Background: an optimization exercise with open tools, aiming at small area, a short achievable clock period and few clock cycles per item. Do not read the settings as production practice.
Function was checked by simulation only, so behaviour that the tests miss may differ from the original.

$ cat flow/design.v
module rfm_csa #(
   parameter int N = 3,
   parameter int W = 8
) (
   input  logic [N-1:0][W-1:0] rows,
   output logic [W-1:0]        s,
   output logic [W-1:0]        c
);
   function automatic int rows_after(input int n0, input int lev);
      int n;
      n = n0;
      for (int i = 0; i < 16; i++)
         if (i < lev && n > 2)
            n = (n / 3) * 2 + n % 3;
      rows_after = n;
   endfunction
   function automatic int levels(input int n0);
      int n, l;
      n = n0;
      l = 0;
      for (int i = 0; i < 16; i++)
         if (n > 2) begin
            n = (n / 3) * 2 + n % 3;
            l = l + 1;
         end
      levels = l;
   endfunction
   localparam int L = levels(N);
   logic [L:0][N-1:0][W-1:0] t;
   assign t[0] = rows;
   for (genvar l = 0; l < L; l++) begin : g_lev
      localparam int NI = rows_after(N, l);
      localparam int NG = NI / 3;
      localparam int NO = rows_after(N, l + 1);
      for (genvar g = 0; g < NG; g++) begin : g_fa
         logic [W-1:0] a, b, d, m;
         assign a = t[l][3*g];
         assign b = t[l][3*g+1];
         assign d = t[l][3*g+2];
         assign m = (a & b) | (a & d) | (b & d);
         assign t[l+1][2*g]   = a ^ b ^ d;
         assign t[l+1][2*g+1] = {m[W-2:0], 1'b0};
      end
      for (genvar r = 3 * NG; r < NI; r++) begin : g_pass
         assign t[l+1][2*NG+r-3*NG] = t[l][r];
      end
      for (genvar r = NO; r < N; r++) begin : g_zero
         assign t[l+1][r] = '0;
      end
   end
   assign s = t[L][0];
   assign c = (N > 1) ? t[L][1] : '0;
endmodule
module raycast_floor_texel_mapper_unit (
   input  logic        clock,
   input  logic        reset,
   input  logic        req_valid,
   output logic        req_ready,
   input  logic        req_func,
   input  logic [9:0]  req_column,
   input  logic [9:0]  req_start_row,
   input  logic        req_side,
   input  logic [1:0]  req_dir_x_sign,
   input  logic [1:0]  req_dir_y_sign,
   input  logic [5:0]  req_map_x,
   input  logic [5:0]  req_map_y,
   input  logic [15:0] req_wall_frac,
   input  logic [23:0] req_wall_dist,
   output logic        rsp_valid,
   input  logic        rsp_ready,
   output logic [9:0]  rsp_out_column,
   output logic [9:0]  rsp_floor_row,
   output logic [10:0] rsp_sky_row,
   output logic [9:0]  rsp_tex_x,
   output logic [9:0]  rsp_tex_y,
   output logic        rsp_last,
   input  logic        csr_we,
   input  logic [2:0]  csr_index,
   input  logic [21:0] csr_wdata
);
   localparam int N1 = 14;    
   localparam int N2 = 18;    
   localparam logic [N1-1:0] CUT1 = 14'h3FFF;
   localparam logic [N2-1:0] CUT2 = 18'h3FFFF;
   logic [10:0] screen_rows_ff;
   logic [21:0] cam_x_ff, cam_y_ff;
   logic [10:0] tex_width_ff, tex_height_ff;
   logic [10:0] h;
   logic [1:0][23:0] sl_dist;
   logic [1:0][22:0] sl_px, sl_py;
   logic [1:0][9:0]  sl_col, sl_y0;
   logic [1:0][9:0]  sl_row;      
   logic [1:0]       sl_fresh;    
   logic        live_ff, slot_ff;
   logic [10:0] y_ff;           
   logic        accept, setup_go, row_go, n_issue;
   logic [10:0] y, y_next;
   logic        row_ok;
   logic        blocked;
   logic        rp_active, rp_slot;
   logic [9:0]  rp_row;
   logic        rp_end;
   logic        arrive, out_free, drop_now, load;
   logic        iss_v, iss_tag;
   logic [10:0] iss_y;
   logic [11:0] d_val;
   logic        rsp_valid_ff;
   logic [9:0]  rsp_column_ff, rsp_row_ff, rsp_tx_ff, rsp_ty_ff;
   logic [10:0] rsp_sky_ff;
   logic        rsp_last_ff;
   assign h = (screen_rows_ff > 11'd1024) ? 11'd1024 : screen_rows_ff;
   always_ff @(posedge clock) begin
      if (reset) begin
         screen_rows_ff <= 11'd480;
         cam_x_ff       <= '0;
         cam_y_ff       <= '0;
         tex_width_ff   <= 11'd64;
         tex_height_ff  <= 11'd64;
      end else if (csr_we) begin
         case (csr_index)
            3'd0: screen_rows_ff <= csr_wdata[10:0];
            3'd1: cam_x_ff       <= csr_wdata;
            3'd2: cam_y_ff       <= csr_wdata;
            3'd3: tex_width_ff   <= csr_wdata[10:0];
            3'd4: tex_height_ff  <= csr_wdata[10:0];
            default: ;
         endcase
      end
   end
   assign req_ready = !rp_active && (req_func || !blocked);
   assign accept    = req_valid && req_ready && !reset;
   assign setup_go  = accept && (req_func == 1'b0);
   assign row_go    = accept && (req_func == 1'b1) && live_ff;
   assign y         = y_ff;
   assign y_next    = y_ff + 11'd1;
   assign row_ok    = y < h;
   assign n_issue   = row_go && row_ok;
   assign rp_end    = rp_row == (rp_slot ? sl_row[1] : sl_row[0]);
   assign iss_v     = rp_active || n_issue;
   assign iss_tag   = rp_active ? rp_slot : slot_ff;
   assign iss_y     = rp_active ? {1'b0, rp_row} : y;
   assign d_val     = {iss_y, 1'b0} - {1'b0, h};
   always_ff @(posedge clock) begin
      if (reset) begin
         live_ff   <= 1'b0;
         rp_active <= 1'b0;
         slot_ff   <= 1'b0;
      end else begin
         if (setup_go) begin
            slot_ff            <= !slot_ff;
            sl_row[!slot_ff]   <= req_start_row;
            y_ff               <= {1'b0, req_start_row} + 11'd1;
            sl_fresh[!slot_ff] <= 1'b1;
            live_ff            <= ({1'b0, req_start_row} + 11'd1) < h;
         end else if (row_go) begin
            if (!row_ok) begin
               live_ff <= 1'b0;
            end else begin
               sl_row[slot_ff]   <= y[9:0];
               y_ff              <= y_next;
               sl_fresh[slot_ff] <= 1'b0;
               if (y_next >= h)
                  live_ff <= 1'b0;
            end
         end
         if (drop_now) begin
            rp_active <= 1'b1;
            rp_slot   <= t1_tag;
            rp_row    <= out_y;
         end else if (rp_active) begin
            if (!rp_end) begin
               rp_row <= rp_row + 10'd1;
            end else if (rp_slot != slot_ff && !sl_fresh[slot_ff]) begin
               rp_slot <= slot_ff;
               rp_row  <= slot_ff ? sl_y0[1] : sl_y0[0];
            end else begin
               rp_active <= 1'b0;
            end
         end
      end
   end
   always_ff @(posedge clock) begin
      if (setup_go) begin
         sl_dist[!slot_ff]  <= req_wall_dist;
         sl_col[!slot_ff]   <= req_column;
         sl_y0[!slot_ff]    <= req_start_row + 10'd1;
         if (req_side == 1'b0 && req_dir_x_sign == 2'd1) begin
            sl_px[!slot_ff] <= {1'b0, req_map_x, 16'b0};
            sl_py[!slot_ff] <= {1'b0, req_map_y, req_wall_frac};
         end else if (req_side == 1'b0 && req_dir_x_sign == 2'd2) begin
            sl_px[!slot_ff] <= {{1'b0, req_map_x} + 7'd1, 16'b0};
            sl_py[!slot_ff] <= {1'b0, req_map_y, req_wall_frac};
         end else if (req_side == 1'b1 && req_dir_y_sign == 2'd1) begin
            sl_px[!slot_ff] <= {1'b0, req_map_x, req_wall_frac};
            sl_py[!slot_ff] <= {1'b0, req_map_y, 16'b0};
         end else begin
            sl_px[!slot_ff] <= {1'b0, req_map_x, req_wall_frac};
            sl_py[!slot_ff] <= {{1'b0, req_map_y} + 7'd1, 16'b0};
         end
      end
   end
   logic       i_v, i_tag;
   logic [9:0] i_d;
   always_ff @(posedge clock) begin
      if (reset || drop_now) begin
         i_v <= 1'b0;
      end else begin
         i_v <= iss_v;
      end
   end
   always_ff @(posedge clock) begin
      i_tag   <= iss_tag;
      i_d     <= (d_val[11] || d_val == '0) ? 10'd0 : d_val[9:0];
   end
   logic [N1:0]        a1_v, a1_tag;
   logic [N1:0][9:0]   a1_d, a1_r;
   logic [N1:0][27:0]  a1_q;
   logic [N1:0]        a1_b0, a1_b1;    
   logic [27:0]        num1;
   assign num1 = {1'b0, h, 16'b0};
   assign a1_v[0]     = i_v;
   assign a1_tag[0]   = i_tag;
   assign a1_d[0]     = i_d;
   assign a1_r[0]     = '0;
   assign a1_q[0]     = '0;
   assign a1_b0[0]    = 1'b0;
   assign a1_b1[0]    = 1'b0;
   for (genvar k = 0; k < N1; k++) begin : g_div1
      localparam logic [9:0] MASK_IN  = (k >= 5) ? 10'h3FF : 10'((1 << (2 * k)) - 1);
      localparam logic [9:0] MASK_OUT = (k >= 4) ? 10'h3FF : 10'((1 << (2 * k + 2)) - 1);
      logic [11:0] trial;
      logic [12:0] t1, t2, t3;
      logic [9:0]  r_n;
      logic [1:0]  q_n;
      assign trial = {a1_r[k] & MASK_IN, num1[27-2*k -: 2]};
      assign t1    = {1'b0, trial} - {3'b000, a1_d[k]};
      assign t2    = {1'b0, trial} - {2'b00, a1_d[k], 1'b0};
      assign t3    = {1'b0, trial} - {3'b000, a1_d[k]} - {2'b00, a1_d[k], 1'b0};
      always_comb begin
         if (!t3[12]) begin
            q_n = 2'd3;
            r_n = t3[9:0];
         end else if (!t2[12]) begin
            q_n = 2'd2;
            r_n = t2[9:0];
         end else if (!t1[12]) begin
            q_n = 2'd1;
            r_n = t1[9:0];
         end else begin
            q_n = 2'd0;
            r_n = trial[9:0];
         end
      end
      if (CUT1[k]) begin : g_reg
         logic        v, tag;
         logic [9:0]  d, r;
         logic [27:0] q;
         always_ff @(posedge clock) begin
            if (reset || drop_now) begin
               v <= 1'b0;
            end else begin
               v <= a1_v[k];
            end
         end
         always_ff @(posedge clock) begin
            begin
               tag   <= a1_tag[k];
               d     <= a1_d[k];
               r     <= r_n & MASK_OUT;
               q     <= {a1_q[k][25:0], q_n};
            end
         end
         assign a1_v[k+1]     = v;
         assign a1_tag[k+1]   = tag;
         assign a1_d[k+1]     = d;
         assign a1_r[k+1]     = r;
         assign a1_q[k+1]     = q;
         assign a1_b0[k+1]    = a1_v[k] && !a1_tag[k];
         assign a1_b1[k+1]    = a1_v[k] && a1_tag[k];
      end else begin : g_wire
         assign a1_v[k+1]     = a1_v[k];
         assign a1_tag[k+1]   = a1_tag[k];
         assign a1_d[k+1]     = a1_d[k];
         assign a1_r[k+1]     = r_n & MASK_OUT;
         assign a1_q[k+1]     = {a1_q[k][25:0], q_n};
         assign a1_b0[k+1]    = 1'b0;
         assign a1_b1[k+1]    = 1'b0;
      end
   end
   logic [N2:0]        a2_v, a2_tag, a2_sat, a2_x;
   logic [N2:0][23:0]  a2_r;
   logic [N2:0][17:0]  a2_q;
   logic [N2:0]        a2_b0, a2_b1;
   logic [27:0]        dist1;
   logic [25:0]        sat_dif;
   assign dist1       = a1_q[N1];
   logic               sat1_ff;
   assign sat_dif     = {1'b0, a1_q[N1-1][24:0]} - {2'b00, a1_tag[N1-1] ? sl_dist[1] : sl_dist[0]};
   always_ff @(posedge clock)
      sat1_ff <= !sat_dif[25];
   assign a2_v[0]     = a1_v[N1];
   assign a2_tag[0]   = a1_tag[N1];
   assign a2_sat[0]   = sat1_ff;
   assign a2_r[0]     = dist1[25:2];
   assign a2_q[0]     = '0;
   assign a2_x[0]     = dist1[0];
   assign a2_b0[0]    = 1'b0;
   assign a2_b1[0]    = 1'b0;
   for (genvar k = 0; k < N2; k++) begin : g_div2
      logic [23:0] dv;
      logic [24:0] trial;
      logic [25:0] t1;
      logic [23:0] r_n;
      logic        q_n;
      assign dv    = a2_tag[k] ? sl_dist[1] : sl_dist[0];
      assign trial = {a2_r[k], (k == 0) ? dist1[1] : (k == 1) ? a2_x[k] : 1'b0};
      assign t1    = {1'b0, trial} - {2'b00, dv};
      assign q_n   = !t1[25];
      assign r_n   = q_n ? t1[23:0] : trial[23:0];
      if (CUT2[k]) begin : g_reg
         logic        v, tag, sat, x;
         logic [23:0] r;
         logic [17:0] q;
         always_ff @(posedge clock) begin
            if (reset || drop_now) begin
               v <= 1'b0;
            end else begin
               v <= a2_v[k];
            end
         end
         always_ff @(posedge clock) begin
            begin
               tag   <= a2_tag[k];
               sat   <= a2_sat[k];
               x     <= a2_x[k];
               r     <= r_n;
               q     <= {a2_q[k][16:0], a2_sat[k] || q_n};
            end
         end
         assign a2_v[k+1]     = v;
         assign a2_tag[k+1]   = tag;
         assign a2_sat[k+1]   = sat;
         assign a2_x[k+1]     = x;
         assign a2_r[k+1]     = r;
         assign a2_q[k+1]     = q;
         assign a2_b0[k+1]    = a2_v[k] && !a2_tag[k];
         assign a2_b1[k+1]    = a2_v[k] && a2_tag[k];
      end else begin : g_wire
         assign a2_v[k+1]     = a2_v[k];
         assign a2_tag[k+1]   = a2_tag[k];
         assign a2_sat[k+1]   = a2_sat[k];
         assign a2_x[k+1]     = a2_x[k];
         assign a2_r[k+1]     = r_n;
         assign a2_q[k+1]     = {a2_q[k][16:0], a2_sat[k] || q_n};
         assign a2_b0[k+1]    = 1'b0;
         assign a2_b1[k+1]    = 1'b0;
      end
   end
   logic [17:0]      w;
   logic [1:0][31:0] dm1, dm3;
   logic [1:0][21:0] csel;
   logic [1:0][31:0] l1_s_n, l1_c_n;
   logic [1:0][23:0] dpick;
   logic [1:0][25:0] dpick3;
   assign w         = a2_q[N2];
   logic [1:0][22:0] ppick;
   logic [1:0][23:0] dpre;
   assign ppick[0] = a2_tag[N2-2] ? sl_px[1] : sl_px[0];
   assign ppick[1] = a2_tag[N2-2] ? sl_py[1] : sl_py[0];
   always_ff @(posedge clock) begin
      for (int ax = 0; ax < 2; ax++) begin
         dpre[ax]   <= {1'b0, ppick[ax]} - {2'b00, csel[ax]};
         dpick[ax]  <= dpre[ax];
         dpick3[ax] <= {{2{dpre[ax][23]}}, dpre[ax]} + {dpre[ax][23], dpre[ax], 1'b0};
      end
   end
   assign dm1[0]    = {{8{dpick[0][23]}}, dpick[0]};
   assign dm1[1]    = {{8{dpick[1][23]}}, dpick[1]};
   assign dm3[0]    = {{6{dpick3[0][25]}}, dpick3[0]};
   assign dm3[1]    = {{6{dpick3[1][25]}}, dpick3[1]};
   assign csel[0]   = cam_x_ff;
   assign csel[1]   = cam_y_ff;
   logic [1:0][8:0][31:0] lrows;
   for (genvar ax = 0; ax < 2; ax++) begin : g_lerp
      for (genvar i = 0; i < 9; i++) begin : g_digit
         logic [31:0] mult;
         always_comb begin
            case (w[2*i+1 -: 2])
               2'd0:    mult = 32'd0;
               2'd1:    mult = dm1[ax];
               2'd2:    mult = {dm1[ax][30:0], 1'b0};
               default: mult = dm3[ax];
            endcase
         end
         assign lrows[ax][i] = mult << (2 * i);
      end
      rfm_csa #(.N(9), .W(32)) u_csa (
         .rows (lrows[ax]),
         .s    (l1_s_n[ax]),
         .c    (l1_c_n[ax])
      );
   end
   logic             l1_v, l1_tag;
   logic [1:0][31:0] l1_s, l1_c;
   always_ff @(posedge clock) begin
      if (reset || drop_now) begin
         l1_v <= 1'b0;
      end else begin
         l1_v <= a2_v[N2];
      end
   end
   always_ff @(posedge clock) begin
      begin
         l1_tag   <= a2_tag[N2];
         l1_s     <= l1_s_n;
         l1_c     <= l1_c_n;
      end
   end
   logic [1:0][31:0] l2_sum;
   assign l2_sum[0] = l1_s[0] + l1_c[0] + {cam_x_ff[15:0], 16'b0};
   assign l2_sum[1] = l1_s[1] + l1_c[1] + {cam_y_ff[15:0], 16'b0};
   logic             l2_v, l2_tag;
   logic [1:0][15:0] l2_f;
   always_ff @(posedge clock) begin
      if (reset || drop_now) begin
         l2_v <= 1'b0;
      end else begin
         l2_v <= l1_v;
      end
   end
   always_ff @(posedge clock) begin
      begin
         l2_tag   <= l1_tag;
         l2_f[0]  <= l2_sum[0][31:16];
         l2_f[1]  <= l2_sum[1][31:16];
      end
   end
   logic [1:0][10:0] ssel;
   logic [1:0][25:0] t1_s_n, t1_c_n;
   assign ssel[0] = tex_width_ff;
   assign ssel[1] = tex_height_ff;
   logic [1:0][10:0][25:0] trows;
   for (genvar ax = 0; ax < 2; ax++) begin : g_tex
      for (genvar j = 0; j < 11; j++) begin : g_row
         assign trows[ax][j] = ssel[ax][j] ? (26'(l2_f[ax]) << j) : 26'd0;
      end
      rfm_csa #(.N(11), .W(26)) u_csa (
         .rows (trows[ax]),
         .s    (t1_s_n[ax]),
         .c    (t1_c_n[ax])
      );
   end
   logic             t1_v, t1_tag;
   logic [1:0][25:0] t1_s, t1_c;
   always_ff @(posedge clock) begin
      if (reset || drop_now) begin
         t1_v <= 1'b0;
      end else begin
         t1_v <= l2_v;
      end
   end
   always_ff @(posedge clock) begin
      begin
         t1_tag   <= l2_tag;
         t1_s     <= t1_s_n;
         t1_c     <= t1_c_n;
      end
   end
   logic [1:0][25:0] t2_sum;
   assign t2_sum[0] = t1_s[0] + t1_c[0];
   assign t2_sum[1] = t1_s[1] + t1_c[1];
   logic busy0_ff, busy1_ff, busy0_n, busy1_n;
   assign busy0_n = (iss_v && !iss_tag) || (|a1_b0) || (|a2_b0)
                 || (a2_v[N2] && !a2_tag[N2]) || (l1_v && !l1_tag) || (l2_v && !l2_tag);
   assign busy1_n = (iss_v && iss_tag) || (|a1_b1) || (|a2_b1)
                 || (a2_v[N2] && a2_tag[N2]) || (l1_v && l1_tag) || (l2_v && l2_tag);
   always_ff @(posedge clock) begin
      if (reset || drop_now) begin
         busy0_ff <= 1'b0;
         busy1_ff <= 1'b0;
      end else begin
         busy0_ff <= busy0_n;
         busy1_ff <= busy1_n;
      end
   end
   assign blocked = slot_ff ? busy0_ff : busy1_ff;
   logic [9:0] out_y;
   logic       out_none, out_tag, t1_first;
   assign t1_first = out_none || (t1_tag != out_tag);
   assign out_y    = t1_first ? (t1_tag ? sl_y0[1] : sl_y0[0]) : rsp_row_ff + 10'd1;
   assign arrive   = t1_v;
   assign out_free = !rsp_valid_ff || rsp_ready;
   assign drop_now = arrive && !out_free;
   assign load     = arrive && out_free;
   always_ff @(posedge clock) begin
      if (reset) begin
         rsp_valid_ff <= 1'b0;
      end else if (load) begin
         rsp_valid_ff <= 1'b1;
      end else if (rsp_ready) begin
         rsp_valid_ff <= 1'b0;
      end
   end
   always_ff @(posedge clock) begin
      if (reset) begin
         out_none <= 1'b1;
      end else if (load) begin
         out_none <= 1'b0;
      end else if (setup_go && (slot_ff != out_tag)) begin
         out_none <= 1'b1;
      end
   end
   always_ff @(posedge clock) begin
      if (load) begin
         out_tag       <= t1_tag;
         rsp_column_ff <= t1_tag ? sl_col[1] : sl_col[0];
         rsp_row_ff    <= out_y;
         rsp_sky_ff    <= h - {1'b0, out_y};
         rsp_last_ff   <= ({1'b0, out_y} + 11'd1) >= h;
         rsp_tx_ff     <= t2_sum[0][25:16];
         rsp_ty_ff     <= t2_sum[1][25:16];
      end
   end
   assign rsp_valid      = rsp_valid_ff;
   assign rsp_out_column = rsp_column_ff;
   assign rsp_floor_row  = rsp_row_ff;
   assign rsp_sky_row    = rsp_sky_ff;
   assign rsp_tex_x      = rsp_tx_ff;
   assign rsp_tex_y      = rsp_ty_ff;
   assign rsp_last       = rsp_last_ff;
endmodule
$ cat flow/constraint.sdc
create_clock -name core_clock -period 5.0 [get_ports {clock}]
set_input_delay 1.0000 -clock core_clock [delete_from_list [all_inputs] [get_ports {clock}]]
set_output_delay 1.0000 -clock core_clock [all_outputs]
set_load 0.01 [all_outputs]
$ cat flow/run.sh
#!/bin/bash
# synth_recipe.tcl (not shown) runs the flow's synth.tcl, then flattens the netlist and writes it again
# the make line also repeats each setting of config.mk as NAME=value (left out here)
make -C /OpenROAD-flow-scripts/flow DESIGN_CONFIG=/design/flow/config.mk WORK_HOME=/design/flow/orfs CLKGATE_MAP_FILE= SYNTH_SCRIPT=/design/flow/synth_recipe.tcl finish
$ cat flow/config.mk
export PLATFORM = sky130hd
export DESIGN_NAME = raycast_floor_texel_mapper_unit
export DESIGN_NICKNAME = raycast_floor_texel_mapper_unit
export VERILOG_FILES = /design/flow/design.v
export SDC_FILE = /design/flow/constraint.sdc
export NUM_CORES = 4
export LEC_CHECK = 0
export CAP_MARGIN = 10
export CORE_MARGIN = 2
export CORE_UTILIZATION = 45
export CTS_BUF_LIST = sky130_fd_sc_hd__clkbuf_16
export CTS_CLUSTER_DIAMETER = 70
export CTS_CLUSTER_SIZE = 22
export PLACE_DENSITY = 0.6
export SLEW_MARGIN = 10
==> impl_metrics.py, run 1 <==
metrics = {
    "floorplan": {
        "die_w_um": 528,
        "core_area_mm2": 0.274,
        "num_rows": 192,
        "design.die.area_mm2": 0.279,
        "initial_core_util_pct": 45.2,
        "die_y_um": 528,
        "ios": 162,
    },
    "worst_setup_path": {
        "cp.required_ns": 5.80,
        "path_cells": "mux2_2, ha_1, nor2b_1, o21a_1, o21ai_0, a211oi_1, o21a_1, a221oi_2, o31ai_1, or4_4, a31oi_4, buf_4, mux2i_1",
        "arrival_ns": 5.39,
        "path_common_cell": "o21a_1",
        "r2r_end": "g_div2[1].g_reg.r[1]",
        "cp-start-kind": "register",
        "cp_max_fo": 14,
        "cp-end-kind": "register",
        "crit_family": "compound AO/OA/AOI/OAI gates",
        "crit_type": "reg2reg",
        "cpPeakStageDelay_ns": 1.03,
        "slowest_stage": "edfxtp_1",
        "r2r_cells": 13,
        "critPathBufInv": 1,
        "r2r_slack_ns": 0.41,
    },
    "sta": {
        "fin_tns_setup_ns": 0,
        "hold_viol_final": 0,
        "finalClockSkew_ns": 0.0639,
        "maxSlewViolCount": 0,
        "fin_crit_ns": 4.59,
        "rsz0062_at_grt": "no",
        "worst_slew_pin_slew_ns": 1.09,
        "worst_slew_margin_rel_pct": 27.4,
        "timing.fmax_mhz": 218,
        "fin_crit_sh_pct": 91.8,
        "setup_violations": 0,
    },
    "synthesis": {
        "ys_seq_area_share_pct": 31.9,
        "ys.warnings.count": 1,
        "yosysMostFrequentCell": "dfxtp_1",
        "synth-seq-cells": 1836,
        "synth_top_area_share_pct": 25.2,
        "synth_area_leader_cell": "dfxtp_1",
        "synthTopCellsByCount": "1559 x dfxtp_1, 1142 x ha_1, 995 x inv_1",
        "synth_cells": 12800,
        "synth-edff-count": 277,
        "synthTopCellsByArea": "dfxtp_1 25%, ha_1 12%, fa_1 10%",
        "synthArstFlopShare_pct": 0,
        "synth_cell_types": 103,
        "synth.avg_cell_area_um2": 9.67,
        "postSynthNetCount": 14700,
        "synth_ff_type": "dfxtp_1",
        "synth_area_mm2": 0.124,
    },
    "clock_network": {
        "clk_pin_slew_ns": 0.08,
        "cts_buffers": 150,
        "cts_hold_buf": 0,
        "clk_latency_ns": 0.87,
        "cts_sinks": 1836,
        "htreeDepth": 4,
        "root_buffer": "clkbuf_16",
        "clockBufferDepth": 4,
        "cts_tree": "built",
    },
    "min_path": {
        "hp-start": "a1_q[280]",
        "holdPathStages": 0,
        "worstHoldEndpoint": "a1_q[310]",
        "hold_class": "reg2reg",
    },
    "layout": {
        "fin_util_pct": 49.3,
        "nNetsFinal": 14600,
        "multi_input_area_mm2": 0.0782,
        "num-fill-cells": 25100,
        "syn2layout_area_growth_pct": 8.95,
        "regArea_mm2": 0.0396,
        "drive_gt1_share_pct": 9.87,
    },
    "place": {
        "dp.final_hpwl_um": 268000,
        "gp_routability_congestion": 0.914,
        "numPortBuffers": 161,
    },
    "route": {
        "vias_per_cell": 5.69,
        "route.detailed.drc": 0,
        "wire_per_inst_um": 21.5,
        "dr.pass1.iters": 9,
        "drt-initial-drc-count": 6588,
        "routed_wl_um": 355000,
        "ant_nets": 0,
        "via_count": 93800,
    },
    "global_route": {
        "grt_pass1_vias": 94300,
        "grt_max_degree": 121,
        "grt_antenna_before_repair": 13,
        "grt.overflow.total": 0,
        "globalRouteTotalUtil_pct": 24.8,
        "grt_pass1_wl_um": 548000,
    },
    "status": {
        "status": "timing/DRC/antenna clean",
    },
    "flow_run": {
        "maxCapViolCount": 0,
    },
}
-- how the worst max path moves through the flow --
stage,from,end,depth (start not counted)
5_1_grt,g_div1[9].g_reg.d[2],g_div1[10].g_reg.r[8],18
4_1_cts,screen_rows_ff[10],g_div1[4].g_reg.r[3],20
6_report,register,g_div2[1].g_reg.r[1],13
2_1_floorplan,req_func,register,8
3_5_place_dp,screen_rows_ff[10],g_div1[4].g_reg.r[3],20
3_3_place_gp,screen_rows_ff[10],g_div1[4].g_reg.r[3],20
-- cell usage in the layout (no fill, tap or decap), types with 541 or more instances in the layout --
master   synthesis  routed
nand2_1        900     900
fa_1           626     626
ha_1          1142    1140
o21ai_0        654     653
dfxtp_1       1559    1544
mux2i_1        541     541
inv_1          995    1005
nor2_1         675     675
mux2_2         633     633
a21oi_1        797     797
-- layer usage --
| metal | GRT usage, % | up-vias | part of all wire [%] |
|---|---|---|---|
| met2 | 40.2 | 2741 | 45 |
| met1 | 33.8 | 45800 | 45 |
| met4 | 9.46 | 2 | 4.0 |
| li1 | - | 44500 | - |
| met3 | 3.06 | 662 | 5.8 |
| met5 | 0 | - | 0.0045 |
-- final cells by class --
class	count	area share, %
Multi-Input combinational cell	9364	58.0
Sequential cell	1836	29.3
Tap cell	3589	3.33
Clock buffer	154	2.86
Timing Repair Buffer	420	2.78
Inverter	995	2.77
Clock inverter	110	0.886
Antenna cell	8	0.0149
-- worst register-to-register path, delay by kind of cell, from the launching register on --
family                   cells  cell delay (ns)
buffers and inverters        1             0.27
AO/OA/AOI/OAI                7             2.02
adder cells (fa/ha/maj)      1             0.18
multiplexers                 2             0.50
AND/OR/NAND/NOR              2             0.52
flip-flops                   1             1.03
-- stage by stage --
stage	std cells	setup slack [ns]	hold slack, ns	area [um^2]
2_1_floorplan	12800	0.0130	0.310	124000
3_3_place_gp	16200	0.205	0.310	130000
3_5_place_dp	16200	0.312	0.312	130000
4_1_cts	16500	0.240	0.323	135000
5_1_grt	16500	0.0340	0.326	135000
6_report	16500	0.411	0.316	135000
-- cells by family after synthesis --
group,Yosys count,synth area share (%)
simple gates,2782,10.7
xor+xnor,732,5.19
buf+inv,1590,4.97
flops,1836,31.9
compound gates,2898,15.2
fa+ha+maj,1770,21.7
mux,1182,10.2
-- flip-flops by register name (all words and copies together), names as in the netlist, 14 cells and up, named ones only --
name	cells
g_div2.g_reg.v	18
dpick3	51
g_div2.g_reg.q	171
cam_y_ff	22
dpick	45
cam_x_ff	22
g_div2.g_reg.r	408
g_div2.g_reg.tag	18
g_div1.g_reg.r	110
g_div2.g_reg.sat	17
g_div1.g_reg.tag	14
t1_c	40
l1_s	52
l2_f	32
g_div1.g_reg.d	130
dpre	48
t1_s	40
l1_c	52
g_div1.g_reg.v	14
sl_px	46
sl_py	46
a1_q	195
-- repair_timing --
item                       CTS  global route
buffers inserted             0             3
resized for setup            0             2
setup endpoints to repair    0            14
Testbench counts, summed over its fixed seeds: cycles 18,918, items 18,465.
==> run 2: changes to the inputs <==
--- a/flow/config.mk
+++ b/flow/config.mk
@@ -7,3 +7,3 @@
 export LEC_CHECK = 0
-export CAP_MARGIN = 10
+export CAP_MARGIN = 20
 export CORE_MARGIN = 2
@@ -11,5 +11,5 @@
 export CTS_BUF_LIST = sky130_fd_sc_hd__clkbuf_16
-export CTS_CLUSTER_DIAMETER = 70
-export CTS_CLUSTER_SIZE = 22
+export CTS_CLUSTER_DIAMETER = 75
+export CTS_CLUSTER_SIZE = 26
 export PLACE_DENSITY = 0.6
-export SLEW_MARGIN = 10
+export SLEW_MARGIN = 20
==> run 2 against run 1 <==
Net effect: count of clock-buffer cells in the layout shrank 8; design area is essentially flat; synthesized cell count is the same.
==> impl_metrics.py, run 2 <==
metrics = {
    "status": {
        "status": "timing/DRC/antenna clean",
    },
    "sta": {
        "finalClockSkew_ns": 0.0669,
        "whs_ns": 0.295,
        "fin_tns_setup_ns": 0,
        "timing.fmax_mhz": 219,
        "fin_crit_sh_pct": 91.4,
        "fin_crit_ns": 4.57,
        "rsz0062_at_grt": "no",
        "setup_violations": 0,
        "worst_slew_pin_slew_ns": 1.07,
        "worst_slew_margin_rel_pct": 28.9,
        "maxSlewViolCount": 0,
        "hold_viol_final": 0,
    },
    "layout": {
        "mostFrequentLayoutCells": "1544 x dfxtp_1, 1140 x ha_1, 1003 x inv_1",
        "regMostFlops": "g_div2.g_reg.r",
        "largest_reg_flops": 408,
        "syn2layout_area_growth_pct": 8.88,
        "fin_cells": 16500,
        "num-fill-cells": 25100,
        "final_common_cell": "dfxtp_1",
        "nNetsFinal": 14600,
        "drive_gt1_share_pct": 9.81,
        "fin_util_pct": 49.2,
    },
    "synthesis": {
        "synth-seq-cells": 1836,
        "synth_area_leader_cell": "dfxtp_1",
        "synthArstFlopShare_pct": 0,
        "synthTopCellsByArea": "dfxtp_1 25%, ha_1 12%, fa_1 10%",
        "postSynthNetCount": 14700,
        "synth_top_family_by_area": "adder cells",
        "synth_mux_area_share_pct": 10.2,
        "synth_cell_types": 103,
        "synth-edff-count": 277,
        "synth_ff_type": "dfxtp_1",
        "ys_seq_area_share_pct": 31.9,
        "synth_simple_gate_area_share_pct": 10.7,
        "synth_compound_area_share_pct": 15.2,
        "synth.avg_cell_area_um2": 9.67,
        "yosys.area_share.adder_pct": 21.7,
        "synth_top_area_share_pct": 25.2,
        "synth_area_mm2": 0.124,
        "yosysMostFrequentCell": "dfxtp_1",
        "ys.warnings.count": 1,
        "synth-xor-area-share_pct": 5.19,
        "synthTopCellsByCount": "1559 x dfxtp_1, 1142 x ha_1, 995 x inv_1",
        "synth_cells": 12800,
    },
    "worst_setup_path": {
        "r2r_start": "g_div2[8].g_reg.tag",
        "r2r_slack_ns": 0.43,
        "cp-end-kind": "register",
        "cp-start-kind": "register",
        "arrival_ns": 5.25,
        "crit_type": "reg2reg",
        "r2r_end": "g_div2[9].g_reg.r[11]",
        "r2r_cells": 13,
        "cp_max_fo": 25,
        "cp.required_ns": 5.68,
    },
    "min_path": {
        "hp-start": "a1_q[280]",
        "holdPathStages": 0,
        "worstHoldEndpoint": "a1_q[310]",
        "hold_class": "reg2reg",
    },
    "clock_network": {
        "cts_tree": "built",
        "cts_buffers": 143,
        "clockBufferDepth": 4,
        "clk_latency_ns": 0.86,
        "clk_pin_slew_ns": 0.10,
        "cts_hold_buf": 0,
        "cts_sinks": 1836,
        "htreeDepth": 4,
        "root_buffer": "clkbuf_16",
    },
    "global_route": {
        "grt_use_met2_pct": 40.1,
        "grt_pass1_wl_um": 547000,
        "busiest_layer": "met2",
        "use_met3_pct": 3.26,
        "globalRouteTotalUtil_pct": 24.8,
        "met1_usage_pct": 33.6,
        "grt_max_degree": 121,
        "grt.overflow.total": 0,
        "grt_antenna_before_repair": 12,
        "grt_pass1_vias": 94200,
    },
    "flow_run": {
        "maxCapViolCount": 0,
    },
    "floorplan": {
        "core_area_mm2": 0.274,
        "design.die.area_mm2": 0.279,
        "ios": 162,
        "num_rows": 192,
        "initial_core_util_pct": 45.2,
        "die_w_um": 528,
        "die_y_um": 528,
    },
    "place": {
        "numPortBuffers": 161,
        "dp_cells": 16200,
        "gp_routability_congestion": 0.914,
        "dp.final_hpwl_um": 268000,
    },
    "route": {
        "ant_nets": 0,
        "via_count": 93800,
        "routed_wl_um": 354000,
        "dr.pass1.iters": 6,
        "wire_per_inst_um": 21.5,
        "vias_per_cell": 5.70,
        "route.detailed.drc": 0,
        "drt-initial-drc-count": 6794,
    },
}
==> run 2: cell counts after synthesis <==
No cell type changed its count.
==> run 2: area by class of cell <==
class / count / area (um^2) / share of cell area (%)
Sequential cell: 1836 / 39600 / 29.4
Clock buffer: 146 / 3650 / 2.71
Tap cell: 3589 / 4490 / 3.33
Clock inverter: 100 / 1310 / 0.975
Inverter: 995 / 3740 / 2.78
Antenna cell: 8 / 20.0 / 0.0149
Multi-Input combinational cell: 9364 / 78200 / 58.0
Timing Repair Buffer: 420 / 3750 / 2.79
==> run 2: worst max path at each step <==
stage	start	end	slack (ns)	cells after the start
after floorplan	req_func	register	0.01	8
after global placement	screen_rows_ff[10]	g_div1[4].g_reg.r[3]	0.20	20
after detailed placement	screen_rows_ff[10]	g_div1[4].g_reg.r[3]	0.31	20
after CTS	screen_rows_ff[10]	g_div1[4].g_reg.r[3]	0.24	20
after global routing	screen_rows_ff[10]	g_div1[4].g_reg.r[3]	0.04	20
final	g_div2[8].g_reg.tag	g_div2[9].g_reg.r[11]	0.43	13
==> run 2: worst max-delay path, stage by stage (launching register included) <==
cell and delay, ns:
dfxtp_1 0.89, mux2i_1 0.29, ha_1 0.30, a21o_1 0.18, a21o_1 0.17, a21oi_1 0.24
a21boi_1 0.36, o31ai_1 0.18, o21ai_1 0.30, o21ai_0 0.21, a31o_2 0.33, o21ai_4 0.40
buf_4 0.34, o21ai_0 0.20
==> run 2: cell families after synthesis <==
family / count (synthesis)
DFF: 1836
muxes: 1182
AOI/OAI and AO/OA: 2898
and+or+nand+nor: 2782
adders and majority gates: 1770
xor gates and xnor gates: 732
buffers and inverters: 1590
==> run 2: layer usage <==
layer / vias up / wire [um]
li1: 44500 / -
met1: 45700 / 159000
met2: 2840 / 160000
met3: 645 / 21000
met4: 2 / 14300
met5: - / 13
==> run 2: through the flow <==
stage,instance area [um^2],worst slack [ns]
final,135000,0.428
after global placement,130000,0.205
after floorplan,124000,0.0130
after CTS,135000,0.242
after detailed placement,130000,0.312
after global routing,135000,0.0441
==> run 2: what timing repair did <==
action                                  4_1_cts  5_1_grt
resized for setup                             0        1
endpoints found under the hold margin         0        0
endpoints found under the setup margin        0        2
buffers inserted                              0        3
==> run 3: changes to the inputs <==
--- a/flow/config.mk
+++ b/flow/config.mk
@@ -9,7 +9,7 @@
 export CORE_MARGIN = 2
-export CORE_UTILIZATION = 45
+export CORE_UTILIZATION = 60
 export CTS_BUF_LIST = sky130_fd_sc_hd__clkbuf_16
-export CTS_CLUSTER_DIAMETER = 75
-export CTS_CLUSTER_SIZE = 26
-export PLACE_DENSITY = 0.6
+export CTS_CLUSTER_DIAMETER = 70
+export CTS_CLUSTER_SIZE = 22
+export PLACE_DENSITY = 0.72
 export SLEW_MARGIN = 20
==> run 3 against run 2 <==
Net effect: count of clock-buffer cells in the layout is 4 higher; synthesized cell count stayed put; critical path depth up 4; hold slack improved by 0.025 ns; routed wire length shrank 3.8%; sequential share of layout area grew 0.30 points; still clean.
==> impl_metrics.py, run 3 <==
metrics = {
    "clock_network": {
        "htreeDepth": 4,
        "post_cts_buffers": 0,
        "cts_sinks": 1836,
        "root_buffer": "clkbuf_16",
        "cts_buffers": 143,
        "clk_pin_slew_ns": 0.08,
        "cts_tree": "built",
        "ctsResizeCount": 0,
        "cts_hold_buf": 0,
        "clk_latency_ns": 0.84,
        "clockBufferDepth": 3,
    },
    "sta": {
        "fin_crit_ns": 4.47,
        "timing.fmax_mhz": 224,
        "worst_slew_pin_slew_ns": 1.18,
        "worst_slew_margin_rel_pct": 21.3,
        "hold_viol_final": 0,
        "fin_crit_sh_pct": 89.5,
        "fin_tns_setup_ns": 0,
        "maxSlewViolCount": 0,
        "finalClockSkew_ns": 0.0372,
        "rsz0062_at_grt": "no",
        "whs_ns": 0.319,
        "setup_violations": 0,
    },
    "synthesis": {
        "synth_ff_type": "dfxtp_1",
        "synth_cells": 12800,
        "synthArstFlopShare_pct": 0,
        "postSynthNetCount": 14700,
        "synthTopCellsByCount": "1559 x dfxtp_1, 1142 x ha_1, 995 x inv_1",
        "synthTopCellsByArea": "dfxtp_1 25%, ha_1 12%, fa_1 10%",
        "synth-seq-cells": 1836,
        "synth.avg_cell_area_um2": 9.67,
        "synth_cell_types": 103,
        "synth-edff-count": 277,
        "ys.warnings.count": 1,
        "synth_area_leader_cell": "dfxtp_1",
        "yosysMostFrequentCell": "dfxtp_1",
        "synth_top_area_share_pct": 25.2,
        "synth_area_mm2": 0.124,
        "ys_seq_area_share_pct": 31.9,
    },
    "global_route": {
        "grt_antenna_before_repair": 10,
        "grt_pass1_wl_um": 531000,
        "grt.overflow.total": 0,
        "globalRouteTotalUtil_pct": 31.8,
        "grt_max_degree": 92,
        "grt_pass1_vias": 94900,
    },
    "worst_setup_path": {
        "path_cells": "inv_1, ha_1, nor3b_1, o21ai_0, a21oi_1, o21ai_0, nand2b_1, a21oi_1, xnor2_1, ha_1, a21o_1, a31o_2, a2111oi_0, o21ai_0, xnor2_2, o22ai_1, a211oi_1",
        "critPathBufInv": 1,
        "cp-end-kind": "register",
        "arrival_ns": 5.21,
        "cp_max_fo": 18,
        "cpPeakStageDelay_ns": 0.63,
        "path_common_cell": "o21ai_0",
        "crit_family": "compound AO/OA/AOI/OAI gates",
        "crit_type": "reg2reg",
        "cp.required_ns": 5.73,
        "slowest_stage": "xnor2_2",
        "cp-start-kind": "register",
    },
    "floorplan": {
        "num_rows": 166,
        "ios": 162,
        "initial_core_util_pct": 60.4,
        "design.die.area_mm2": 0.210,
        "die_w_um": 458,
        "core_area_mm2": 0.205,
        "die_y_um": 458,
    },
    "route": {
        "top_signal_layer_used": "met5",
        "wl_met2_um": 159000,
        "route.detailed.drc": 0,
        "drt-initial-drc-count": 7404,
        "ant_nets": 0,
        "via_count": 94300,
        "wl_met3_um": 20700,
        "wire_per_inst_um": 21.9,
        "vias_per_cell": 6.07,
        "routed_wl_um": 341000,
        "wl_met1_um": 146000,
        "dr.pass1.iters": 6,
    },
    "place": {
        "numPortBuffers": 161,
        "gp_routability_congestion": 0.945,
        "dp.final_hpwl_um": 260000,
        "dp_cells": 15300,
    },
    "layout": {
        "final_common_cell": "dfxtp_1",
        "largest_reg_flops": 408,
        "fin_cells": 15500,
        "drive_gt1_share_pct": 9.75,
        "nNetsFinal": 14600,
        "syn2layout_area_growth_pct": 7.79,
        "mostFrequentLayoutCells": "1545 x dfxtp_1, 1140 x ha_1, 1004 x inv_1",
        "regMostFlops": "g_div2.g_reg.r",
        "num-fill-cells": 16600,
    },
    "min_path": {
        "hold_class": "reg2reg",
    },
    "status": {
        "status": "timing/DRC/antenna clean",
    },
    "flow_run": {
        "maxCapViolCount": 0,
    },
}
[run 3: final timing paths]
check                       startpoint                     to  slack [ns]  cells past startpoint
setup reg to reg  g_div1[9].g_reg.d[2]  g_div1[10].g_reg.r[1]        0.53                     17
setup / recovery  g_div1[9].g_reg.d[2]  g_div1[10].g_reg.r[1]        0.53                     17
hold / removal                a1_q[87]              a1_q[117]        0.32                      0
hold reg to reg               a1_q[87]              a1_q[117]        0.32                      0
[run 3: per-stage QoR]
stage                     area [um^2]  util, %  setup slack, ns
after CTS                      133000     65.1            0.569
after floorplan                124000        -           0.0130
final                          133000     65.1            0.527
after global routing           133000     65.1            0.146
after detailed placement       128000     62.7            0.599
after global placement         128000     62.7            0.644
[run 3: kinds of logic after synthesis]
group           synth area share, %
buf+inv                        4.97
mux                            10.2
xor+xnor                       5.19
compound gates                 15.2
fa+ha+maj                      21.7
flops                          31.9
simple gates                   10.7
[run 3: layer usage]
metal / vias to the layer above / GRT usage, %
li1: 44500 / -
met1: 45800 / 41.7
met2: 3188 / 53.0
met3: 792 / 4.44
met4: 4 / 13.0
met5: - / 0
[run 3: worst reg2reg max path: stages, from the launching register on]
cell and delay, ns:
dfxtp_1 0.37, inv_1 0.10, ha_1 0.33, nor3b_1 0.27, o21ai_0 0.14, a21oi_1 0.27, o21ai_0 0.12, nand2b_1 0.08
a21oi_1 0.08, xnor2_1 0.19, ha_1 0.31, a21o_1 0.20, a31o_2 0.23, a2111oi_0 0.39, o21ai_0 0.32, xnor2_2 0.63
o22ai_1 0.15, a211oi_1 0.23
[run 3: cell type report]
cell class | instances | area, um^2 | area share, %
Multi-Input combinational cell | 9364 | 78200 | 58.6
Sequential cell | 1836 | 39600 | 29.7
Clock buffer | 150 | 3750 | 2.81
Inverter | 995 | 3740 | 2.80
Timing Repair Buffer | 402 | 3550 | 2.66
Tap cell | 2688 | 3360 | 2.52
Clock inverter | 108 | 1220 | 0.918
Antenna cell | 4 | 10.0 | 0.00751
==> run 4: changes to the inputs <==
--- a/flow/config.mk
+++ b/flow/config.mk
@@ -9,3 +9,3 @@
 export CORE_MARGIN = 2
-export CORE_UTILIZATION = 60
+export CORE_UTILIZATION = 70
 export CTS_BUF_LIST = sky130_fd_sc_hd__clkbuf_16
@@ -13,3 +13,3 @@
 export CTS_CLUSTER_SIZE = 22
-export PLACE_DENSITY = 0.72
+export PLACE_DENSITY = 0.82
 export SLEW_MARGIN = 20
==> run 4 against run 3 <==
Net effect: via count is 1.8% higher; hold slack better by 0.0021 ns; flip-flop and latch count unchanged; clock skew is 0.011 ns higher; register-to-register slack got worse by 0.16 ns; count of clock-buffer cells in the layout shrank 13; first-iteration DRC count is 26% higher; fmax shrank 3.5%; worst setup slack got worse by 0.16 ns; largest cell class unchanged.
==> impl_metrics.py, run 4 <==
metrics = {
    "synthesis": {
        "ys_seq_area_share_pct": 31.9,
        "synth_area_mm2": 0.124,
        "synth_area_leader_cell": "dfxtp_1",
        "synthArstFlopShare_pct": 0,
        "synth_cell_types": 103,
        "synth.avg_cell_area_um2": 9.67,
        "synth-edff-count": 277,
        "synth-seq-cells": 1836,
        "ys.warnings.count": 1,
        "synthTopCellsByArea": "dfxtp_1 25%, ha_1 12%, fa_1 10%",
        "synth_cells": 12800,
        "synth_top_area_share_pct": 25.2,
        "yosysMostFrequentCell": "dfxtp_1",
        "synth_ff_type": "dfxtp_1",
        "postSynthNetCount": 14700,
        "synthTopCellsByCount": "1559 x dfxtp_1, 1142 x ha_1, 995 x inv_1",
    },
    "global_route": {
        "grt_antenna_before_repair": 9,
        "grt_use_met2_pct": 60.2,
        "grt_pass1_wl_um": 521000,
        "grt.overflow.total": 0,
        "busiest_layer": "met2",
        "grt_max_degree": 91,
        "globalRouteTotalUtil_pct": 36.3,
        "grt_pass1_vias": 96600,
        "use_met3_pct": 5.67,
        "met1_usage_pct": 46.5,
    },
    "route": {
        "route.detailed.drc": 0,
        "vias_per_cell": 6.32,
        "via_count": 96000,
        "ant_nets": 0,
        "drt-initial-drc-count": 9304,
        "wire_per_inst_um": 21.9,
        "routed_wl_um": 333000,
        "dr.pass1.iters": 16,
    },
    "sta": {
        "fin_tns_setup_ns": 0,
        "whs_ns": 0.321,
        "worst_slew_margin_rel_pct": 25.3,
        "rsz0062_at_grt": "no",
        "fin_crit_ns": 4.64,
        "hold_viol_final": 0,
        "fin_crit_sh_pct": 92.7,
        "finalClockSkew_ns": 0.0480,
        "setup_violations": 0,
        "maxSlewViolCount": 0,
        "worst_slew_pin_slew_ns": 1.12,
        "timing.fmax_mhz": 216,
    },
    "layout": {
        "nNetsFinal": 14600,
        "regMostFlops": "g_div2.g_reg.r",
        "num-fill-cells": 12300,
        "syn2layout_area_growth_pct": 7.08,
        "drive_gt1_share_pct": 9.55,
        "largest_reg_flops": 408,
        "final_common_cell": "dfxtp_1",
        "mostFrequentLayoutCells": "1545 x dfxtp_1, 1140 x ha_1, 1009 x inv_1",
    },
    "clock_network": {
        "cts_sinks": 1836,
        "ctsResizeCount": 0,
        "htreeDepth": 4,
        "clk_latency_ns": 0.84,
        "cts_buffers": 137,
        "cts_tree": "built",
        "cts_hold_buf": 0,
        "clk_pin_slew_ns": 0.08,
        "root_buffer": "clkbuf_16",
        "clockBufferDepth": 3,
        "post_cts_buffers": 0,
    },
    "min_path": {
        "holdPathStages": 0,
        "hold_class": "reg2reg",
        "hp-start": "a1_q[206]",
        "worstHoldEndpoint": "a1_q[236]",
    },
    "worst_setup_path": {
        "cp-start-kind": "register",
        "crit_type": "reg2reg",
        "cp_max_fo": 43,
        "cp-end-kind": "register",
        "r2r_slack_ns": 0.36,
        "r2r_cells": 14,
        "r2r_end": "g_div2[16].g_reg.r[1]",
        "cp.required_ns": 5.70,
        "r2r_start": "g_div2[15].g_reg.tag",
        "arrival_ns": 5.34,
    },
    "floorplan": {
        "core_area_mm2": 0.176,
        "die_w_um": 424,
        "initial_core_util_pct": 70.3,
        "die_y_um": 424,
        "ios": 162,
        "design.die.area_mm2": 0.180,
        "num_rows": 154,
    },
    "flow_run": {
        "maxCapViolCount": 0,
    },
    "place": {
        "gp_routability_congestion": 0.998,
        "numPortBuffers": 161,
        "dp.final_hpwl_um": 254000,
    },
    "status": {
        "status": "timing/DRC/antenna clean",
    },
}
## run 4: cell type report
type	instances	area [um^2]	share of cell area [%]
Sequential cell	1836	39600	29.9
Clock inverter	108	1200	0.909
Clock buffer	137	3430	2.59
Inverter	995	3740	2.82
Multi-Input combinational cell	9364	78100	59.0
Antenna cell	3	7.51	0.00567
Timing Repair Buffer	397	3480	2.63
Tap cell	2340	2930	2.21
## run 4: through the flow
stage	setup slack [ns]	std cells	cell area [um^2]	util, %
floorplan	0.0130	12800	124000	-
global placement	0.598	14900	128000	72.7
detailed placement	0.532	14900	128000	72.7
CTS	0.522	15200	132000	75.3
global route	0.0713	15200	132000	75.3
finish	0.365	15200	132000	75.3
## run 4: kinds of logic after synthesis
family / count (synthesis) / synth area share, %
AOI/OAI and AO/OA: 2898 / 15.2
and+or+nand+nor: 2782 / 10.7
DFF: 1836 / 31.9
adders and majority gates: 1770 / 21.7
buffers and inverters: 1590 / 4.97
muxes: 1182 / 10.2
xor gates and xnor gates: 732 / 5.19
## run 4: per-layer routing
layer	part of all wire [%]	wire, um
met2	47	155000
met3	7.9	26200
met5	0.0081	27
met1	40	134000
met4	5.2	17400
## run 4: worst max path at each step
stage,start,endpoint
6_report,g_div2[15].g_reg.tag,g_div2[16].g_reg.r[1]
2_1_floorplan,req_func,register
4_1_cts,g_div2[15].g_reg.tag,g_div2[16].g_reg.r[1]
5_1_grt,g_div1[9].g_reg.d[2],g_div1[10].g_reg.r[1]
3_3_place_gp,screen_rows_ff[10],g_div1[5].g_reg.r[1]
3_5_place_dp,g_div2[15].g_reg.tag,g_div2[16].g_reg.r[1]
## run 4: critical path, cell delays in order (launching register included)
cell      delay, ns
dfxtp_4        0.72
buf_4          0.43
mux2i_1        0.67
ha_1           0.44
a21oi_1        0.16
nor2b_1        0.05
o21ai_0        0.15
nand2b_1       0.07
a21oi_1        0.24
o21ai_0        0.11
a41oi_1        0.26
a21oi_1        0.17
nor3_4         0.14
buf_4          0.41
mux2_2         0.40
==> run 5: changes to the inputs <==
--- a/flow/config.mk
+++ b/flow/config.mk
@@ -9,3 +9,3 @@
 export CORE_MARGIN = 2
-export CORE_UTILIZATION = 70
+export CORE_UTILIZATION = 65
 export CTS_BUF_LIST = sky130_fd_sc_hd__clkbuf_16
@@ -13,3 +13,3 @@
 export CTS_CLUSTER_SIZE = 22
-export PLACE_DENSITY = 0.82
+export PLACE_DENSITY = 0.75
 export SLEW_MARGIN = 20
==> run 5 against run 4 <==
Net effect: worst setup slack worse by 0.071 ns; largest cell class unchanged; still clean; synthesized cell count unchanged; sequential share of layout area down 0.17 points; utilization down 5.0 points; synthesized area unchanged; global-route usage down 1.8 points; first-iteration DRC count down 18%; register-to-register slack worse by 0.07 ns; die area up 7.6%; count of clock-buffer cells in the layout up 6; design area up 0.59%.
==> impl_metrics.py, run 5 <==
metrics = {
    "synthesis": {
        "yosysMostFrequentCell": "dfxtp_1",
        "synthTopCellsByArea": "dfxtp_1 25%, ha_1 12%, fa_1 10%",
        "synth_area_mm2": 0.124,
        "ys_seq_area_share_pct": 31.9,
        "synth_cells": 12800,
        "synth_cell_types": 103,
        "synth-seq-cells": 1836,
        "synthArstFlopShare_pct": 0,
        "synth_top_area_share_pct": 25.2,
        "synth_area_leader_cell": "dfxtp_1",
        "synth-edff-count": 277,
        "postSynthNetCount": 14700,
        "ys.warnings.count": 1,
        "synthTopCellsByCount": "1559 x dfxtp_1, 1142 x ha_1, 995 x inv_1",
        "synth_ff_type": "dfxtp_1",
        "synth.avg_cell_area_um2": 9.67,
    },
    "clock_network": {
        "clockBufferDepth": 3,
        "cts_sinks": 1836,
        "clk_pin_slew_ns": 0.09,
        "ctsResizeCount": 0,
        "cts_tree": "built",
        "post_cts_buffers": 0,
        "htreeDepth": 4,
        "clk_latency_ns": 0.85,
        "root_buffer": "clkbuf_16",
        "cts_buffers": 138,
        "cts_hold_buf": 0,
    },
    "floorplan": {
        "die_y_um": 440,
        "design.die.area_mm2": 0.194,
        "ios": 162,
        "core_area_mm2": 0.190,
        "num_rows": 160,
        "die_w_um": 440,
        "initial_core_util_pct": 65.3,
    },
    "place": {
        "numPortBuffers": 161,
        "placed_area_mm2": 0.128,
        "gp_routability_congestion": 0.962,
        "dp.final_hpwl_um": 262000,
    },
    "sta": {
        "maxSlewViolCount": 0,
        "hold_viol_final": 0,
        "fin_tns_setup_ns": 0,
        "fin_crit_ns": 4.71,
        "timing.fmax_mhz": 212,
        "fin_crit_sh_pct": 94.1,
        "worst_slew_pin_slew_ns": 1.05,
        "rsz0062_at_grt": "no",
        "worst_slew_margin_rel_pct": 27.7,
        "finalClockSkew_ns": 0.0345,
        "whs_ns": 0.324,
        "setup_violations": 0,
    },
    "worst_setup_path": {
        "cp.required_ns": 5.71,
        "path_cells": "buf_4, mux2i_1, ha_1, and3_1, a221o_1, nand2_1, o21ai_1, nand3_1, a21boi_1, nor3_4, buf_6, mux2_2",
        "r2r_end": "g_div2[15].g_reg.r[4]",
        "cpPeakStageDelay_ns": 0.92,
        "r2r_start": "g_div2[14].g_reg.tag",
        "r2r_cells": 12,
        "r2r_slack_ns": 0.29,
        "cp-start-kind": "register",
        "arrival_ns": 5.41,
        "slowest_stage": "mux2i_1",
        "cp_max_fo": 16,
        "crit_type": "reg2reg",
        "crit_end": "g_div2[15].g_reg.r[4]",
        "cp-end-kind": "register",
        "cp-startpoint": "g_div2[14].g_reg.tag",
    },
    "layout": {
        "nNetsFinal": 14600,
        "regMostFlops": "g_div2.g_reg.r",
        "final_common_cell": "dfxtp_1",
        "drive_gt1_share_pct": 9.80,
        "num-fill-cells": 14400,
        "final_area_mm2": 0.133,
        "largest_reg_flops": 408,
        "syn2layout_area_growth_pct": 7.71,
        "mostFrequentLayoutCells": "1543 x dfxtp_1, 1140 x ha_1, 1001 x inv_1",
    },
    "route": {
        "drt-initial-drc-count": 7626,
        "routed_wl_um": 340000,
        "wire_per_inst_um": 22.1,
        "route.detailed.drc": 0,
        "via_count": 94900,
        "dr.pass1.iters": 8,
        "ant_nets": 0,
        "vias_per_cell": 6.17,
    },
    "global_route": {
        "grt_pass1_wl_um": 527000,
        "globalRouteTotalUtil_pct": 34.5,
        "grt.overflow.total": 0,
        "grt_antenna_before_repair": 16,
        "grt_pass1_vias": 94700,
        "grt_max_degree": 93,
    },
    "flow_run": {
        "maxCapViolCount": 0,
    },
    "status": {
        "status": "timing/DRC/antenna clean",
    },
    "min_path": {
        "hold_class": "reg2reg",
    },
}
## run 5: critical path: cells and delay by family (launching register included)
kind / cells / cell delay, ns
AO/OA/AOI/OAI: 3 / 0.51
multiplexers: 2 / 1.29
AND/OR/NAND/NOR: 4 / 0.79
flip-flops: 1 / 0.75
adder cells (fa/ha/maj): 1 / 0.44
buffers and inverters: 2 / 0.77
## run 5: how the worst min path moves through the flow
stage | startpoint | to | cells after the start
final | a1_q[87] | a1_q[117] | 0
after global routing | a1_q[87] | a1_q[117] | 0
after CTS | g_div2[15].g_reg.q[9] | g_div2[16].g_reg.q[10] | 0
after detailed placement | g_div2[16].g_reg.q[9] | g_div2[17].g_reg.q[10] | 0
after global placement | g_div2[6].g_reg.q[5] | g_div2[7].g_reg.q[6] | 0
after floorplan | a1_q[84] | a1_q[114] | 0
## run 5: final cells by class
class / count / area (um^2) / area share, %
Timing Repair Buffer: 423 / 3780 / 2.84
Inverter: 995 / 3740 / 2.81
Clock buffer: 143 / 3580 / 2.69
Clock inverter: 102 / 1300 / 0.976
Tap cell: 2511 / 3140 / 2.36
Sequential cell: 1836 / 39600 / 29.7
Multi-Input combinational cell: 9364 / 78200 / 58.7
Antenna cell: 5 / 12.5 / 0.00939
## run 5: cells by family (layout without fill, tap and decap cells)
logic type / count (synthesis) / in the layout / share of synthesized area [%]
AO/OA/AOI/OAI: 2898 / 2898 / 15.2
XOR/XNOR: 732 / 732 / 5.19
adder cells (fa/ha/maj): 1770 / 1770 / 21.7
buffers and inverters: 1590 / 1663 / 4.97
flip-flops: 1836 / 1836 / 31.9
multiplexers: 1182 / 1182 / 10.2
other: 0 / 5 / 0
AND/OR/NAND/NOR: 2782 / 2782 / 10.7
## run 5: routing by layer
| layer | global-route usage, % | vias up | part of all wire [%] |
|---|---|---|---|
| met5 | 0 | - | 0.021 |
| met4 | 15.2 | 12 | 4.7 |
| met3 | 5.40 | 872 | 7.4 |
| met2 | 56.5 | 3574 | 46 |
| met1 | 45.1 | 45900 | 42 |
| li1 | - | 44600 | - |
## run 5: through the flow
| stage | instances | setup WS, ns | util, % |
|---|---|---|---|
| final | 15400 | 0.294 | 70.3 |
| after global routing | 15400 | 0.107 | 70.3 |
| after CTS | 15400 | 0.0966 | 70.3 |
| after detailed placement | 15100 | 0.133 | 67.7 |
| after global placement | 15100 | 0.217 | 67.7 |
| after floorplan | 12800 | 0.0130 | - |
==> run 6: changes to the inputs <==
--- a/flow/design.v
+++ b/flow/design.v
@@ -289,3 +289,3 @@
    end
-   logic [N2:0]        a2_v, a2_tag, a2_sat, a2_x;
+   logic [N2:0]        a2_v, a2_tag, a2_ntag, a2_sat, a2_x;    
    logic [N2:0][23:0]  a2_r;
@@ -302,2 +302,3 @@
    assign a2_tag[0]   = a1_tag[N1];
+   assign a2_ntag[0]  = !a1_tag[N1];
    assign a2_sat[0]   = sat1_ff;
@@ -314,3 +315,4 @@
       logic        q_n;
-      assign dv    = a2_tag[k] ? sl_dist[1] : sl_dist[0];
+      assign dv    = {a2_ntag[k] ? sl_dist[0][23:12] : sl_dist[1][23:12],
+                      a2_tag[k] ? sl_dist[1][11:0] : sl_dist[0][11:0]};
       assign trial = {a2_r[k], (k == 0) ? dist1[1] : (k == 1) ? a2_x[k] : 1'b0};
@@ -320,3 +322,3 @@
       if (CUT2[k]) begin : g_reg
-         logic        v, tag, sat, x;
+         logic        v, tag, ntag, sat, x;
          logic [23:0] r;
@@ -333,2 +335,3 @@
                tag   <= a2_tag[k];
+               ntag  <= a2_ntag[k];
                sat   <= a2_sat[k];
@@ -341,2 +344,3 @@
          assign a2_tag[k+1]   = tag;
+         assign a2_ntag[k+1]  = ntag;
          assign a2_sat[k+1]   = sat;
@@ -350,2 +354,3 @@
          assign a2_tag[k+1]   = a2_tag[k];
+         assign a2_ntag[k+1]  = a2_ntag[k];
          assign a2_sat[k+1]   = a2_sat[k];
--- a/flow/config.mk
+++ b/flow/config.mk
@@ -9,3 +9,3 @@
 export CORE_MARGIN = 2
-export CORE_UTILIZATION = 65
+export CORE_UTILIZATION = 45
 export CTS_BUF_LIST = sky130_fd_sc_hd__clkbuf_16
@@ -13,3 +13,3 @@
 export CTS_CLUSTER_SIZE = 22
-export PLACE_DENSITY = 0.75
+export PLACE_DENSITY = 0.6
 export SLEW_MARGIN = 20
==> run 6 against run 5 <==
Net effect: first-iteration DRC count shrank 6.0%; hold slack lost 0.015 ns; count of clock-buffer cells in the layout grew 14; global-route usage is 9.7 points lower; sequential share of layout area is 0.51 points lower; non-clock buffer count shrank 4; register-to-register slack better by 0.15 ns; critical path type unchanged; highest routed layer unchanged.
==> impl_metrics.py, run 6 <==
metrics = {
    "synthesis": {
        "synth-xor-area-share_pct": 5.03,
        "synth_cell_types": 103,
        "yosys.area_share.adder_pct": 21.4,
        "synth_top_area_share_pct": 25.2,
        "ys.warnings.count": 1,
        "synth_top_family_by_area": "adder cells",
        "yosysMostFrequentCell": "dfxtp_1",
        "synth_simple_gate_area_share_pct": 11.0,
        "synth-edff-count": 277,
        "synth_area_mm2": 0.125,
        "synthTopCellsByCount": "1576 x dfxtp_1, 1142 x ha_1, 1024 x inv_1",
        "synth_area_leader_cell": "dfxtp_1",
        "ys_seq_area_share_pct": 31.8,
        "synth_ff_type": "dfxtp_1",
        "synthTopCellsByArea": "dfxtp_1 25%, ha_1 11%, fa_1 10%",
        "postSynthNetCount": 14800,
        "synthArstFlopShare_pct": 0,
        "synth_mux_area_share_pct": 10.6,
        "synth-seq-cells": 1853,
        "synth_compound_area_share_pct": 15.1,
        "synth_cells": 13000,
        "synth.avg_cell_area_um2": 9.66,
    },
    "layout": {
        "final_common_cell": "dfxtp_1",
        "num-fill-cells": 25500,
        "drive_gt1_share_pct": 9.91,
        "regMostFlops": "g_div2.g_reg.r",
        "mostFrequentLayoutCells": "1561 x dfxtp_1, 1140 x ha_1, 1036 x inv_1",
        "syn2layout_area_growth_pct": 9.18,
        "nNetsFinal": 14800,
        "largest_reg_flops": 408,
    },
    "place": {
        "dp.final_hpwl_um": 274000,
        "numPortBuffers": 161,
        "gp_routability_congestion": 0.927,
        "dp_slack_ns": 0.403,
    },
    "worst_setup_path": {
        "path_common_cell": "a21oi_1",
        "r2r_cells": 20,
        "crit_end": "g_div1[5].g_reg.r[1]",
        "path_cells": "nand2b_1, ha_1, inv_1, fa_1, a21o_1, a21oi_1, o21bai_1, a211o_1, a31oi_1, o21bai_1, a21oi_1, xor2_1, ha_1, or3_1, o21ai_0, a21oi_1, o21ai_0, o31ai_4, buf_4, mux2i_1",
        "arrival_ns": 5.30,
        "slowest_stage": "fa_1",
        "critPathBufInv": 2,
        "cp-start-kind": "register",
        "r2r_start": "screen_rows_ff[10]",
        "crit_family": "compound AO/OA/AOI/OAI gates",
        "cp_max_fo": 6,
        "cpPeakStageDelay_ns": 0.43,
        "crit_type": "reg2reg",
        "cp-end-kind": "register",
        "cp-startpoint": "screen_rows_ff[10]",
        "r2r_end": "g_div1[5].g_reg.r[1]",
        "cp.required_ns": 5.74,
        "crit_cells": 20,
        "r2r_slack_ns": 0.44,
    },
    "clock_network": {
        "post_cts_buffers": 0,
        "clockBufferDepth": 4,
        "clk_pin_slew_ns": 0.08,
        "cts_buffers": 153,
        "root_buffer": "clkbuf_16",
        "cts_sinks": 1853,
        "clk_latency_ns": 0.86,
        "cts_tree": "built",
        "htreeDepth": 4,
        "cts_hold_buf": 0,
        "ctsResizeCount": 0,
    },
    "route": {
        "routed_wl_um": 360000,
        "via_count": 95000,
        "dr.pass1.iters": 6,
        "vias_per_cell": 5.66,
        "drt-initial-drc-count": 7171,
        "top_signal_layer_used": "met5",
        "wl_met1_um": 158000,
        "wl_met2_um": 166000,
        "wl_met3_um": 19600,
        "route.detailed.drc": 0,
        "wire_per_inst_um": 21.4,
        "ant_nets": 0,
    },
    "sta": {
        "fin_tns_setup_ns": 0,
        "rsz0062_at_grt": "no",
        "finalClockSkew_ns": 0.0394,
        "setup_violations": 0,
        "fin_ws_ns": 0.442,
        "fin_crit_ns": 4.56,
        "maxSlewViolCount": 0,
        "timing.fmax_mhz": 219,
        "worst_slew_margin_rel_pct": 23.2,
        "fin_crit_sh_pct": 91.2,
        "hold_viol_final": 0,
        "worst_slew_pin_slew_ns": 1.14,
    },
    "flow_run": {
        "maxCapViolCount": 0,
    },
    "floorplan": {
        "ios": 162,
        "num_rows": 193,
        "die_y_um": 532,
        "core_area_mm2": 0.277,
        "die_w_um": 532,
        "design.die.area_mm2": 0.283,
        "initial_core_util_pct": 45.3,
    },
    "status": {
        "status": "timing/DRC/antenna clean",
    },
    "global_route": {
        "grt_max_degree": 111,
        "grt_antenna_before_repair": 19,
        "globalRouteTotalUtil_pct": 24.8,
        "grt.overflow.total": 0,
        "grt_pass1_vias": 95300,
        "grt_pass1_wl_um": 558000,
    },
    "min_path": {
        "hp-start": "a1_q[254]",
        "hold_class": "reg2reg",
    },
}
[run 6: cell types whose count changed after synthesis, sizes merged, moves of 25 or more]
| cell | before | now |
|---|---|---|
| nor2 | 676 | 630 |
| a21oi | 801 | 717 |
| nand2 | 900 | 974 |
| nand2b | 178 | 142 |
| mux2i | 546 | 581 |
| o21bai | 102 | 73 |
| inv | 995 | 1024 |
| xor2 | 267 | 242 |
| nand3 | 130 | 178 |
| o21ai | 670 | 735 |
[run 6: layout make-up]
cell class                      count  area, um^2  area share, %
Multi-Input combinational cell   9498       79300           58.0
Sequential cell                  1853       39900           29.2
Tap cell                         3705        4640           3.39
Clock buffer                      157        3930           2.87
Inverter                         1024        3850           2.81
Timing Repair Buffer              419        3830           2.80
Clock inverter                    115        1270          0.931
Antenna cell                       13        32.5         0.0238
[run 6: kinds of logic after synthesis]
family,after synthesis
AO/OA/AOI/OAI,2898
XOR/XNOR,720
adder cells (fa/ha/maj),1769
buffers and inverters,1614
flip-flops,1853
multiplexers,1229
AND/OR/NAND/NOR,2882
[run 6: how the worst min path moves through the flow]
stage               slack, ns  cells past startpoint                     end
CTS                      0.31                      0               a1_q[284]
detailed placement       0.31                      0               a1_q[254]
global placement         0.31                      0  g_div2[14].g_reg.q[12]
finish                   0.31                      0               a1_q[284]
global route             0.32                      0               a1_q[284]
floorplan                0.31                      0               a1_q[114]
[run 6: metal layers]
metal	track usage, %	vias to the layer above
li1	-	45200
met1	32.7	46500
met2	40.6	2690
met3	3.30	635
met4	10.7	2
met5	0	-
[run 6: per-stage QoR]
| step | utilization (%) | cell area, um^2 | instances | hold WS, ns |
|---|---|---|---|---|
| floorplan | - | 125000 | 13000 | 0.310 |
| global placement | 47.5 | 131000 | 16500 | 0.310 |
| detailed placement | 47.5 | 131000 | 16500 | 0.312 |
| CTS | 49.4 | 137000 | 16800 | 0.311 |
| global route | 49.4 | 137000 | 16800 | 0.322 |
| finish | 49.4 | 137000 | 16800 | 0.309 |
Testbench counts of run 6, summed over its fixed seeds: cycles 18,918, items 18,465.

separate check: timing with driven ports:
Ports are ideal in the flow. The routed layouts listed here were re-timed in OpenROAD. Step 1: set_driving_cell puts a clkbuf_16 on clock and a buf_2 on each other input, an assumption about the parent block. Step 2 adds t to the input delays and takes it off the output delays; t is the mean of the earliest and latest rising clock arrival at the registers after step 1. Input paths then give back, and output paths get back, about the clock's delay inside the block. Slacks: ideal ports / drivers / drivers and shift; pairs: ideal ports / drivers.
run | shift t [ns] | setup WS [ns] | worst slew at a driven data input, ns | pins driven straight from the clock port
run 1 | 0.936 | 0.411 / 0.411 / 0.411 | 0.18 | 1
run 2 | 0.929 | 0.428 / 0.428 / 0.428 | 0.18 | 1
run 3 | 0.915 | 0.527 / 0.527 / 0.527 | 0.19 | 1
run 4 | 0.906 | 0.365 / 0.365 / 0.365 | 0.16 | 1
run 5 | 0.921 | 0.294 / 0.294 / 0.294 | 0.18 | 1
run 6 | 0.950 | 0.442 / 0.442 / 0.442 | 0.23 | 1
After both steps setup and hold are still met in every run listed.
